This is an optimization exercise on Yosys and OpenROAD, whose aim is small area, a short achievable clock period and few clock cycles per item, not a production implementation.
In this exercise RTL edits were held to simulation tests only and were not proved equivalent to the original.

## flow/design.v (module list and top-level ports; edited modules follow where they fit)
// module julia_pixel_engine: 2882 lines
module julia_pixel_engine #(
  parameter int H_RES    = 640,
  parameter int V_RES    = 480,
  parameter int MAX_ITER = 255,
  parameter int FRAC     = 12
) (
  input  logic        clk,
  input  logic        reset_n,
  input  logic        start,
  input  logic        abort,
  input  logic [15:0] c_re,
  input  logic [15:0] c_im,
  input  logic [15:0] re_start,
  input  logic [15:0] im_start,
  input  logic [15:0] step,
  output logic        draw,
  input  logic        draw_ready,
  output logic [9:0]  x,
  output logic [9:0]  y,
  output logic [7:0]  i,
  output logic        busy,
  output logic        frame_done
);
  // ...
==> flow/flow/run.sh <==
#!/bin/bash
# Standard ORFS layout (the standard.sh, unchanged synthesis), with the resizer's
# setup repair aimed below the clock period: repair_timing gets a setup margin so that
# it keeps improving paths after the 11 ns constraint is met. The make output goes to
# flow_standard.log here; ORFS's own per-step logs are under orfs/logs.
set -euo pipefail
export SETUP_SLACK_MARGIN=7.6
# port buffers: a plain buffer instead of the delay cell buffer_ports picks by default
export BUFFER_PORTS_ARGS="-buffer_cell sky130_fd_sc_hd__buf_1"
bash standard.sh > flow_standard.log 2>&1
==> flow/standard.sh <==
#!/bin/bash
# synth_recipe.tcl (not shown) runs the flow's synth.tcl, then flattens the netlist and writes it again
# the make line also repeats each setting of config.mk as NAME=value (left out here)
make -C /OpenROAD-flow-scripts/flow DESIGN_CONFIG=/design/flow/config.mk WORK_HOME=/design/flow/orfs CLKGATE_MAP_FILE= SYNTH_SCRIPT=/design/flow/synth_recipe.tcl "${@:-finish}"
==> flow/config.mk <==
export PLATFORM = sky130hd
export DESIGN_NAME = julia_pixel_engine
export DESIGN_NICKNAME = julia_pixel_engine
export VERILOG_FILES = /design/flow/design.v
export SDC_FILE = /design/flow/constraint.sdc
export NUM_CORES = 4
export LEC_CHECK = 0
export CAP_MARGIN = 20
export CORE_MARGIN = 2
export CORE_UTILIZATION = 60
export PLACE_DENSITY = 0.75
export SLEW_MARGIN = 20
==> flow/constraint.sdc <==
create_clock -name core_clock -period 11.0 [get_ports {clk}]
set_input_delay 2.2000 -clock core_clock [delete_from_list [all_inputs] [get_ports {clk}]]
set_output_delay 2.2000 -clock core_clock [all_outputs]
set_load 0.01 [all_outputs]
==> flow_summary.yaml, run 1 <==
drt:
  drtIter0Drc: 1884
  wl_met2_um: 38760
  m1WireLength_um: 32930
  drcViolationCount: 0
  detail-route-antenna-nets: 0
  via_per_inst: 5.659
run_status:
  status: "timing/DRC/antenna clean"
place:
  hpwl_um: 56860
yosys:
  synth_top_cells_by_area: "dfxtp_1, edfxtp_1, fa_1, xnor2_1, ha_1"
  async_reset_ff_share_pct: 3.929
  synth_top_family_by_area: "adder cells"
global_route:
  grt.met1_usage_pct: 34.96
  grt_pass1_vias: 24769
  grtUsageMet3_pct: 3.855
setup_path:
  r2r-start: "qa1_8"
  rr_endpoint: "reh3[12]"
  path_delay_family: "compound AO/OA/AOI/OAI gates"
  r2r_cells: 15
final_layout:
  layout_common_cells: "inv_1, nand2_1, xnor2_1, dfxtp_1, fa_1"
  n_antenna_cell: 0
  multi_input_area_um2: 20340
  nNonClkBuffers: 173
  inv_count: 373
  bufAreaShareNonClock_pct: 2.464
clock_tree:
  cts_made_buffers: 55
  clockBufferDepth: 3
timing:
  worst_pin_slew_ns: 0.9365
  worst_clock_skew_ns: 0.05155
  post-route-period-util_pct: 31.65
  rsz0062_at_grt: "true"
floorplanning:
  die_w_um: 241.0
Testbench counts, summed over its fixed seeds: cycles 2,658,186, pixels 61,440.
==> run 2: changes to the inputs <==
--- a/flow/config.mk
+++ b/flow/config.mk
@@ -7,6 +7,6 @@
 export LEC_CHECK = 0
-export CAP_MARGIN = 20
+export CAP_MARGIN = 5
 export CORE_MARGIN = 2
-export CORE_UTILIZATION = 60
-export PLACE_DENSITY = 0.75
-export SLEW_MARGIN = 20
+export CORE_UTILIZATION = 40
+export PLACE_DENSITY = 0.6
+export SLEW_MARGIN = 5
==> run 2 against run 1 <==
Highest routed layer is now met5. Largest cell class unchanged. Final cell count increased by 7.7%. Sequential share of layout area down 0.37 points. Via count decreased by 4.8%. Setup slack gained 0.053 ns. Die area is 49% higher.
==> flow_summary.yaml, run 2 <==
drt:
  via_per_inst: 5.003
  detail-route-antenna-nets: 0
  routed.top_layer: "met5"
  drcViolationCount: 0
  wl_per_cell_um: 16.99
  vias: 23059
  m1WireLength_um: 36540
  met3WireLength_um: 4137
  wl_um: 78330
  wl_met2_um: 36050
  drtPass1Iterations: 5
  drtIter0Drc: 1411
yosys:
  ys_seq_elements: 509
  ys_seq_area_share_pct: 35.04
  synth_edf_count: 152
  synthFlopType: "dfxtp_1"
  yosysMostFrequentCell: "inv_1"
  yosysTopAreaCellShare_pct: 20.02
  async_reset_ff_share_pct: 3.929
  synth_top_cells_by_area: "dfxtp_1, edfxtp_1, fa_1, xnor2_1, ha_1"
  synthTopCellsByCount: "inv_1, dfxtp_1, xnor2_1, nand2_1, fa_1"
  synthDistinctLibCells: 84
  synth.largest_area_cell: "dfxtp_1"
  syn_inst: 3413
  avgSynthCellArea_um2: 9.875
  synth_area_um2: 33700
  yosys_warnings: 1
  syn_nets: 3939
setup_path:
  crit_arrival_ns: 3.94
  rr_endpoint: "reh3[17]"
  cp_slowest_stage_delay_ns: 0.37
  worstPathRequired_ns: 11.51
  r2r-start: "qa1_10"
  r2r_cells: 14
  path_max_fanout: 4
  worstSetupStartpointType: "flop"
  rrSetupSlack_ns: 7.57
  crit_slowest_cell: "o211ai_1"
  critPathKind: "reg2reg"
  end_kind: "flop"
  cpMostUsedCell: "xnor2_2"
  path_cells: "xnor2_2 > xnor2_2 > xor2_2 > xor2_1 > ha_1 > and4_4 > o221ai_2 > a211oi_4 > buf_12 > nor3_4 > o31a_1 > o211ai_1 > a21oi_2 > o211a_1"
final_layout:
  final_common_cell: "inv_1"
  largest_reg_flops: 48
  fin_nets: 4005
  multi_input_area_um2: 20280
  top_register: "rb"
  top_regs: "rb: 48 flops, im3: 18 flops, reh3: 18 flops"
  syn2layout_area_growth_pct: 12.21
  seqCellArea_um2: 11880
  layout_common_cells: "inv_1, nand2_1, xnor2_1, dfxtp_1, fa_1"
  finish.instance_area_um2: 37820
  stdcell_count: 4609
  drive_gt1_share_pct: 9.130
  num-fill-cells: 8007
place:
  dp.cells: 4484
  post_dp_cell_area_um2: 35110
  routabilityCongestion: 0.8464
  hpwl_um: 57140
  portBuffers: 115
timing:
  worst_clock_skew_ns: 0.01871
  fmax_mhz: 291.6
  min_period_ns: 3.429
  setup_viol: 0
  rsz0062_at_grt: "true"
  tns_ns: 0
  max_slew_margin_pct: 33.45
  post-route-period-util_pct: 31.17
  worst_pin_slew_ns: 0.9970
  maxSlewViolCount: 0
  fin_hold_ws_ns: 0.3227
  finalHoldViolCount: 0
hold_path:
  hold_end: "it3[0]"
  min-delay-start: "it2[0]"
  hold_path_depth: 0
  hold_class: "reg2reg"
clock_tree:
  clockBufferDepth: 3
  cts_root_buffer: "clkbuf_16"
  numClockSinks: 509
  cts_max_level: 2
  cts_tree: "done"
  clock_latency_ns: 0.62
  clk_pin_slew_ns: 0.06
  cts_made_buffers: 56
  hold_buffers: 0
global_route:
  grt_max_degree: 101
  antenna_found_initial: 5
  track_usage_pct: 18.33
  grt_pass1_vias: 22757
  grt_first_pass_wirelength_um: 125500
  grt_overflow: 0
floorplanning:
  fp.coreArea_um2: 83560
  die_area_um2: 86600
  start_util_pct: 40.34
  ios: 116
  die_w_um: 294.3
  num_rows: 106
  chipHeight_um: 294.3
run_status:
  status: "timing/DRC/antenna clean"
flow_run:
  cap_violations: 0
[run 2: cell counts after synthesis]
No cell type changed its count.
[run 2: per-layer routing]
layer,vias to the layer above,global-route usage (%)
li1,11354,-
met1,11118,25.61
met2,495,29.73
met3,88,2.918
met4,4,4.368
met5,-,0
[run 2: worst max-delay path: cells and delay by family (launching register included)]
kind / cells / cell delay [ns]
simple gates: 2 / 0.29
flops: 1 / 0.34
fa+ha+maj: 1 / 0.33
buf+inv: 1 / 0.16
xor+xnor: 4 / 0.75
compound gates: 6 / 1.49
[run 2: area by class of cell]
| type | count | share of cell area, % |
|---|---|---|
| Sequential cell | 509 | 31.40 |
| Clock buffer | 76 | 4.179 |
| Timing Repair Buffer | 167 | 2.336 |
| Antenna cell | 2 | 0.01323 |
| Tap cell | 1080 | 3.573 |
| Clock inverter | 30 | 1.151 |
| Inverter | 373 | 3.719 |
| Multi-Input combinational cell | 2372 | 53.63 |
[run 2: kinds of logic (layout without fill, tap and decap cells)]
logic type / Yosys count / after routing / share of synthesized area [%]
buffers and inverters: 532 / 646 / 6.144
and+or+nand+nor: 867 / 867 / 12.26
AOI/OAI and AO/OA: 470 / 470 / 8.932
adders and majority gates: 498 / 498 / 23.03
DFF: 509 / 509 / 35.04
muxes: 62 / 62 / 2.242
xor gates and xnor gates: 475 / 475 / 12.34
other: 0 / 2 / 0
[run 2: through the flow]
stage	worst slack [ns]	util, %
4_1_cts	7.557	44.79
6_report	7.571	45.26
3_3_place_gp	6.886	42.02
3_5_place_dp	6.861	42.02
5_1_grt	7.370	45.26
2_1_floorplan	7.366	-
[run 2: worst max path at each step]
stage,endpoint,from,cells past startpoint
6_report,reh3[17],qa1_10,14
5_1_grt,reh3[17],qb0_10,14
4_1_cts,reh3[17],qa1_18,13
2_1_floorplan,yo[9],draw_ready,9
3_3_place_gp,reh3[17],qa1_11,13
3_5_place_dp,reh3[17],qb0_10,13
[run 2: what timing repair did]
action / CTS / global route
gates resized for setup: 65 / 81
setup endpoints to repair: 118 / 107
setup buffers: 8 / 9
pin swaps: 11 / 17
==> run 3: changes to the inputs <==
--- a/flow/config.mk
+++ b/flow/config.mk
@@ -7,6 +7,7 @@
 export LEC_CHECK = 0
-export CAP_MARGIN = 5
+export CAP_MARGIN = 20
 export CORE_MARGIN = 2
 export CORE_UTILIZATION = 40
+export CTS_BUF_LIST = sky130_fd_sc_hd__clkbuf_4 sky130_fd_sc_hd__clkbuf_8
 export PLACE_DENSITY = 0.6
-export SLEW_MARGIN = 5
+export SLEW_MARGIN = 20
==> run 3 against run 2 <==
Critical path type unchanged. Final cell count up 1.8%. Worst hold slack better by 0.0025 ns. Still clean on timing, DRC and antenna. Count of clock-buffer cells in the layout up 52. Critical path depth unchanged. Register-to-register slack worse by 0.04 ns. Cell area up 1.2%.
==> flow_summary.yaml, run 3 <==
yosys:
  yosysMostFrequentCell: "inv_1"
  synthAdderAreaFrac_pct: 23.03
  synthFlopType: "dfxtp_1"
  ys_seq_elements: 509
  syn_inst: 3413
  yosys_warnings: 1
  synth_top_family_by_area: "adder cells"
  synthTopCellsByCount: "inv_1, dfxtp_1, xnor2_1, nand2_1, fa_1"
  synth_edf_count: 152
  synth_top_cells_by_area: "dfxtp_1, edfxtp_1, fa_1, xnor2_1, ha_1"
  synthDistinctLibCells: 84
  synth.largest_area_cell: "dfxtp_1"
  avgSynthCellArea_um2: 9.875
  muxShareOfSynthArea_pct: 2.242
  syn_nets: 3939
  yosysTopAreaCellShare_pct: 20.02
  ys_seq_area_share_pct: 35.04
  synth_area_um2: 33700
  synth-xor-area-share_pct: 12.34
  synth_compound_area_share_pct: 8.932
  synth-simple-area-share_pct: 12.26
  async_reset_ff_share_pct: 3.929
setup_path:
  critPathKind: "reg2reg"
  crit_slowest_cell: "o211ai_1"
  cpMostUsedCell: "xnor2_2"
  cp_slowest_stage_delay_ns: 0.38
  end_kind: "flop"
  path_max_fanout: 4
  path_cells: "xnor2_2 > xnor2_2 > xor2_2 > xor2_1 > ha_1 > and4_4 > o221ai_4 > a211oi_4 > buf_12 > nor3_4 > o31a_1 > o211ai_1 > a21oi_2 > o211a_1"
  worstPathRequired_ns: 11.60
  crit_arrival_ns: 4.06
  worstSetupStartpointType: "flop"
final_layout:
  top_regs: "rb: 48 flops, im3: 18 flops, reh3: 18 flops"
  drive_gt1_share_pct: 12.16
  top_register: "rb"
  syn2layout_area_growth_pct: 13.57
  layout_common_cells: "inv_1, nand2_1, xnor2_1, dfxtp_1, fa_1"
  finish.utilization_pct: 45.81
  finish.instance_area_um2: 38280
  largest_reg_flops: 48
  final_common_cell: "inv_1"
  fin_nets: 4065
timing:
  finalHoldViolCount: 0
  max_slew_margin_pct: 38.09
  maxSlewViolCount: 0
  tns_ns: 0
  fmax_mhz: 288.5
  setup_viol: 0
  post-route-period-util_pct: 31.51
  fin_hold_ws_ns: 0.3252
  min_period_ns: 3.467
  rsz0062_at_grt: "true"
  worst_clock_skew_ns: 0.03294
  worst_pin_slew_ns: 0.9274
clock_tree:
  clock_latency_ns: 0.70
  cts_made_buffers: 88
  clk_pin_slew_ns: 0.06
  cts_tree: "done"
  cts_root_buffer: "clkbuf_8"
  hold_buffers: 0
  numClockSinks: 509
  clockBufferDepth: 3
  cts_max_level: 3
floorplanning:
  num_rows: 106
  die_w_um: 294.3
  fp.coreArea_um2: 83560
  die_area_um2: 86600
  chipHeight_um: 294.3
  ios: 116
  start_util_pct: 40.34
drt:
  via_per_inst: 4.985
  drcViolationCount: 0
  wl_um: 79390
  drtPass1Iterations: 7
  drtIter0Drc: 1328
  wl_per_cell_um: 16.92
  vias: 23386
  detail-route-antenna-nets: 0
place:
  hpwl_um: 57140
  routabilityCongestion: 0.8464
  portBuffers: 115
  post_dp_cell_area_um2: 35110
global_route:
  track_usage_pct: 18.61
  grt_first_pass_wirelength_um: 126900
  grt_pass1_vias: 23269
  grt_max_degree: 101
  antenna_found_initial: 6
  grt_overflow: 0
hold_path:
  hold_class: "reg2reg"
run_status:
  status: "timing/DRC/antenna clean"
flow_run:
  cap_violations: 0
## run 3: what timing repair did
| item | CTS | global route |
|---|---|---|
| setup buffers | 28 | 17 |
| gates cloned | 0 | 0 |
| setup endpoints to repair | 135 | 114 |
| pin swaps | 10 | 30 |
| resized for setup | 117 | 90 |
## run 3: worst max-delay path: cells and delay by family, from the launching register on
kind | cells | cell delay (ns)
AO/OA/AOI/OAI | 6 | 1.49
XOR/XNOR | 4 | 0.74
AND/OR/NAND/NOR | 2 | 0.31
buffers and inverters | 1 | 0.16
adder cells (fa/ha/maj) | 1 | 0.33
flip-flops | 1 | 0.34
## run 3: routing by layer
layer	part of all wire [%]	vias up	track usage, %
met2	45	537	29.69
met1	46	11217	25.60
met4	2.9	4	6.284
met3	5.2	138	3.107
met5	0.034	-	0
li1	-	11490	-
## run 3: worst paths after layout
| kind | startpoint | endpoint | slack, ns | cells after the start |
|---|---|---|---|---|
| min | it2[2] | it3[2] | 0.33 | 0 |
| max reg2reg | qa0_11 | reh3[17] | 7.53 | 14 |
| max | qa0_11 | reh3[17] | 7.53 | 14 |
| max in group asynchronous | reset_n | busy_q | 9.29 | 2 |
| min reg2reg | it2[2] | it3[2] | 0.33 | 0 |
| min in group asynchronous | reset_n | done_q | 1.46 | 2 |
## run 3: cell families after synthesis
group	count (synthesis)
fa+ha+maj	498
flops	509
xor+xnor	475
mux	62
simple gates	867
buf+inv	532
compound gates	470
## run 3: area by class of cell
class	count	area, um^2
diodes	1	2.502
multi-input cells	2372	20340
clock inverters	33	399.1
well taps	1080	1351
fillers	8008	45280
repair buffers	195	1245
clock buffers	128	1618
inverters	373	1406
flip-flops and latches	509	11920
## run 3: metrics by stage
stage               std cells  worst slack [ns]
floorplan                3413             7.366
global placement         4484             6.886
detailed placement       4484             6.861
CTS                      4673             7.478
global route             4691             7.367
finish                   4691             7.533
==> run 4: changes to the inputs <==
--- a/flow/flow/run.sh
+++ b/flow/flow/run.sh
@@ -9,2 +9,4 @@
 export BUFFER_PORTS_ARGS="-buffer_cell sky130_fd_sc_hd__buf_1"
+# clock tree: the standard options, without the dummy loads CTS adds to balance its leaves
+export CTS_ARGS="-sink_clustering_enable -repair_clock_nets -dont_use_dummy_load"
 bash standard.sh > flow_standard.log 2>&1
--- a/flow/config.mk
+++ b/flow/config.mk
@@ -10,3 +10,2 @@
 export CORE_UTILIZATION = 40
-export CTS_BUF_LIST = sky130_fd_sc_hd__clkbuf_4 sky130_fd_sc_hd__clkbuf_8
 export PLACE_DENSITY = 0.6
==> run 4 against run 3 <==
Utilization shrank 1.1 points.
==> flow_summary.yaml, run 4 <==
floorplanning:
  chipHeight_um: 294.3
  num_rows: 106
  fp.coreArea_um2: 83560
  die_area_um2: 86600
  ios: 116
  start_util_pct: 40.34
  die_w_um: 294.3
timing:
  rsz0062_at_grt: "true"
  maxSlewViolCount: 0
  worst_pin_slew_ns: 0.9612
  finalHoldViolCount: 0
  min_period_ns: 3.573
  setup_viol: 0
  worst_clock_skew_ns: 0.04903
  fmax_mhz: 279.9
  post-route-period-util_pct: 32.48
  max_slew_margin_pct: 35.83
  tns_ns: 0
  fin_ws_ns: 7.427
setup_path:
  path_max_fanout: 4
  critPathKind: "reg2reg"
  r2r_cells: 16
  end_kind: "flop"
  worstSetupStartpointType: "flop"
  crit_arrival_ns: 4.11
  worstPathRequired_ns: 11.54
yosys:
  synthDistinctLibCells: 84
  synth.largest_area_cell: "dfxtp_1"
  syn_inst: 3413
  yosys_warnings: 1
  async_reset_ff_share_pct: 3.929
  synth_area_um2: 33700
  synth_top_cells_by_area: "dfxtp_1, edfxtp_1, fa_1, xnor2_1, ha_1"
  yosysMostFrequentCell: "inv_1"
  yosysTopAreaCellShare_pct: 20.02
  syn_nets: 3939
  avgSynthCellArea_um2: 9.875
  ys_seq_elements: 509
  synthFlopType: "dfxtp_1"
  ys_seq_area_share_pct: 35.04
  synthTopCellsByCount: "inv_1, dfxtp_1, xnor2_1, nand2_1, fa_1"
  synth_edf_count: 152
hold_path:
  hold_class: "reg2reg"
  hold_path_depth: 0
final_layout:
  drive_gt1_share_pct: 8.467
  stdcell_count: 4564
  num-fill-cells: 8064
  fin_nets: 4012
  largest_reg_flops: 48
  syn2layout_area_growth_pct: 10.81
  finish.utilization_pct: 44.70
  layout_common_cells: "inv_1, nand2_1, xnor2_1, dfxtp_1, fa_1"
  n_antenna_cell: 0
  top_register: "rb"
  final_common_cell: "inv_1"
  top_regs: "rb: 48 flops, im3: 18 flops, reh3: 18 flops"
clock_tree:
  cts_made_buffers: 56
  cts_root_buffer: "clkbuf_16"
  hold_buffers: 0
  numClockSinks: 509
  cts_tree: "done"
  clockBufferDepth: 3
  cts_max_level: 2
  clk_pin_slew_ns: 0.06
  clock_latency_ns: 0.62
global_route:
  grtUsageMet3_pct: 2.948
  grt_overflow: 0
  grt_max_degree: 101
  busiest_layer: "met2"
  grt_first_pass_wirelength_um: 125000
  grt.met1_usage_pct: 25.37
  grt_pass1_vias: 22760
  met2_usage_pct: 29.58
  antenna_found_initial: 5
  track_usage_pct: 18.26
place:
  routabilityCongestion: 0.8464
  dp.cells: 4484
  hpwl_um: 57140
  dpl_worst_slack_ns: 6.861
  portBuffers: 115
drt:
  wl_per_cell_um: 17.13
  via_per_inst: 5.036
  drtPass1Iterations: 6
  drtIter0Drc: 1384
  vias: 22983
  detail-route-antenna-nets: 0
  drcViolationCount: 0
  wl_um: 78200
flow_run:
  cap_violations: 0
run_status:
  status: "timing/DRC/antenna clean"
==> run 4: cell types whose count changed in the layout (fill, tap and decap cells not counted), sizes merged <==
cell and delta:
clkinvlp -1, clkinv -19, bufinv -7, diode -1
inv -6, buf -17, clkbuf -76
==> run 4: final timing paths <==
check	start	end	slack, ns
max	qa0_3	reh3[16]	7.43
min	it2[0]	it3[0]	0.32
max reg2reg	qa0_3	reh3[16]	7.43
min reg2reg	it2[0]	it3[0]	0.32
max in group asynchronous	reset_n	busy_q	9.21
min in group asynchronous	reset_n	done_q	1.55
==> run 4: kinds of logic after synthesis <==
| logic type | after synthesis | share of synthesized area, % |
|---|---|---|
| mux | 62 | 2.242 |
| fa+ha+maj | 498 | 23.03 |
| flops | 509 | 35.04 |
| simple gates | 867 | 12.26 |
| compound gates | 470 | 8.932 |
| xor+xnor | 475 | 12.34 |
| buf+inv | 532 | 6.144 |
==> run 4: layout make-up <==
| cell class | instances | area [um^2] | share of cell area [%] |
|---|---|---|---|
| multi-input cells | 2372 | 20370 | 54.55 |
| flip-flops and latches | 509 | 11880 | 31.80 |
| inverters | 373 | 1406 | 3.766 |
| clock buffers | 56 | 1401 | 3.752 |
| well taps | 1080 | 1351 | 3.618 |
| repair buffers | 174 | 935.9 | 2.506 |
==> run 4: critical path, cell delays in order, from the launching register on <==
cell and delay, ns:
dfxtp_2 0.33, ha_4 0.27, xor2_4 0.16, xnor2_2 0.16, xnor2_1 0.14, ha_1 0.37
nor2_2 0.08, a2111oi_4 0.40, a211oi_4 0.12, buf_12 0.15, nor3_4 0.17, o31a_1 0.24
o211ai_1 0.19, buf_4 0.19, buf_4 0.12, a2111o_1 0.34, o211ai_1 0.09
==> run 4: layer usage <==
| metal | share of wire, % | wire length (um) | vias to the layer above |
|---|---|---|---|
| li1 | - | - | 11312 |
| met1 | 47 | 36480 | 11064 |
| met2 | 46 | 35690 | 499 |
| met3 | 5.2 | 4098 | 104 |
| met4 | 2.4 | 1905 | 4 |
| met5 | 0.035 | 27 | - |
==> run 4: timing repair <==
item | in CTS | in global routing
setup endpoints to repair | 118 | 88
resized for setup | 66 | 85
buffers inserted | 8 | 16
pin swaps | 13 | 21
==> run 4: per-stage QoR <==
| step | area (um^2) | hold WS (ns) |
|---|---|---|
| detailed placement | 35110 | 0.3121 |
| CTS | 36830 | 0.3213 |
| global placement | 35110 | 0.3101 |
| floorplan | 33720 | 0.3096 |
| global route | 37350 | 0.3227 |
| finish | 37350 | 0.3189 |

[port drivers added, routing unchanged]
No port has a modelled driver above. Below, the same layouts with a new extraction and two added sets of constraints. Step 1 assumes that a clkbuf_16 drives the clock port and a buf_2 every other input. Step 2, shift: input delay + t, output delay - t, t = (earliest + latest rising clock arrival at the registers) / 2. This alone moves slack from input paths to output paths. Three values: ideal ports, drivers, drivers and shift; two values: the first two.
run	shift t [ns]	setup slack, ns	latest minus earliest clock arrival (ns)	pins driven straight from the clock port
run 1	0.673	7.518 / 7.518 / 7.103	0.055 / 0.055	1
run 2	0.673	7.571 / 7.571 / 7.140	0.021 / 0.021	1
run 3	0.753	7.533 / 7.506 / 7.131	0.040 / 0.040	1
run 4	0.655	7.427 / 7.427 / 7.150	0.050 / 0.050	1
After both steps setup and hold are still met in every run listed. For run 2, which loses most, drivers alone change the setup slack by 0.000 ns; drivers and shift together by -0.431 ns.
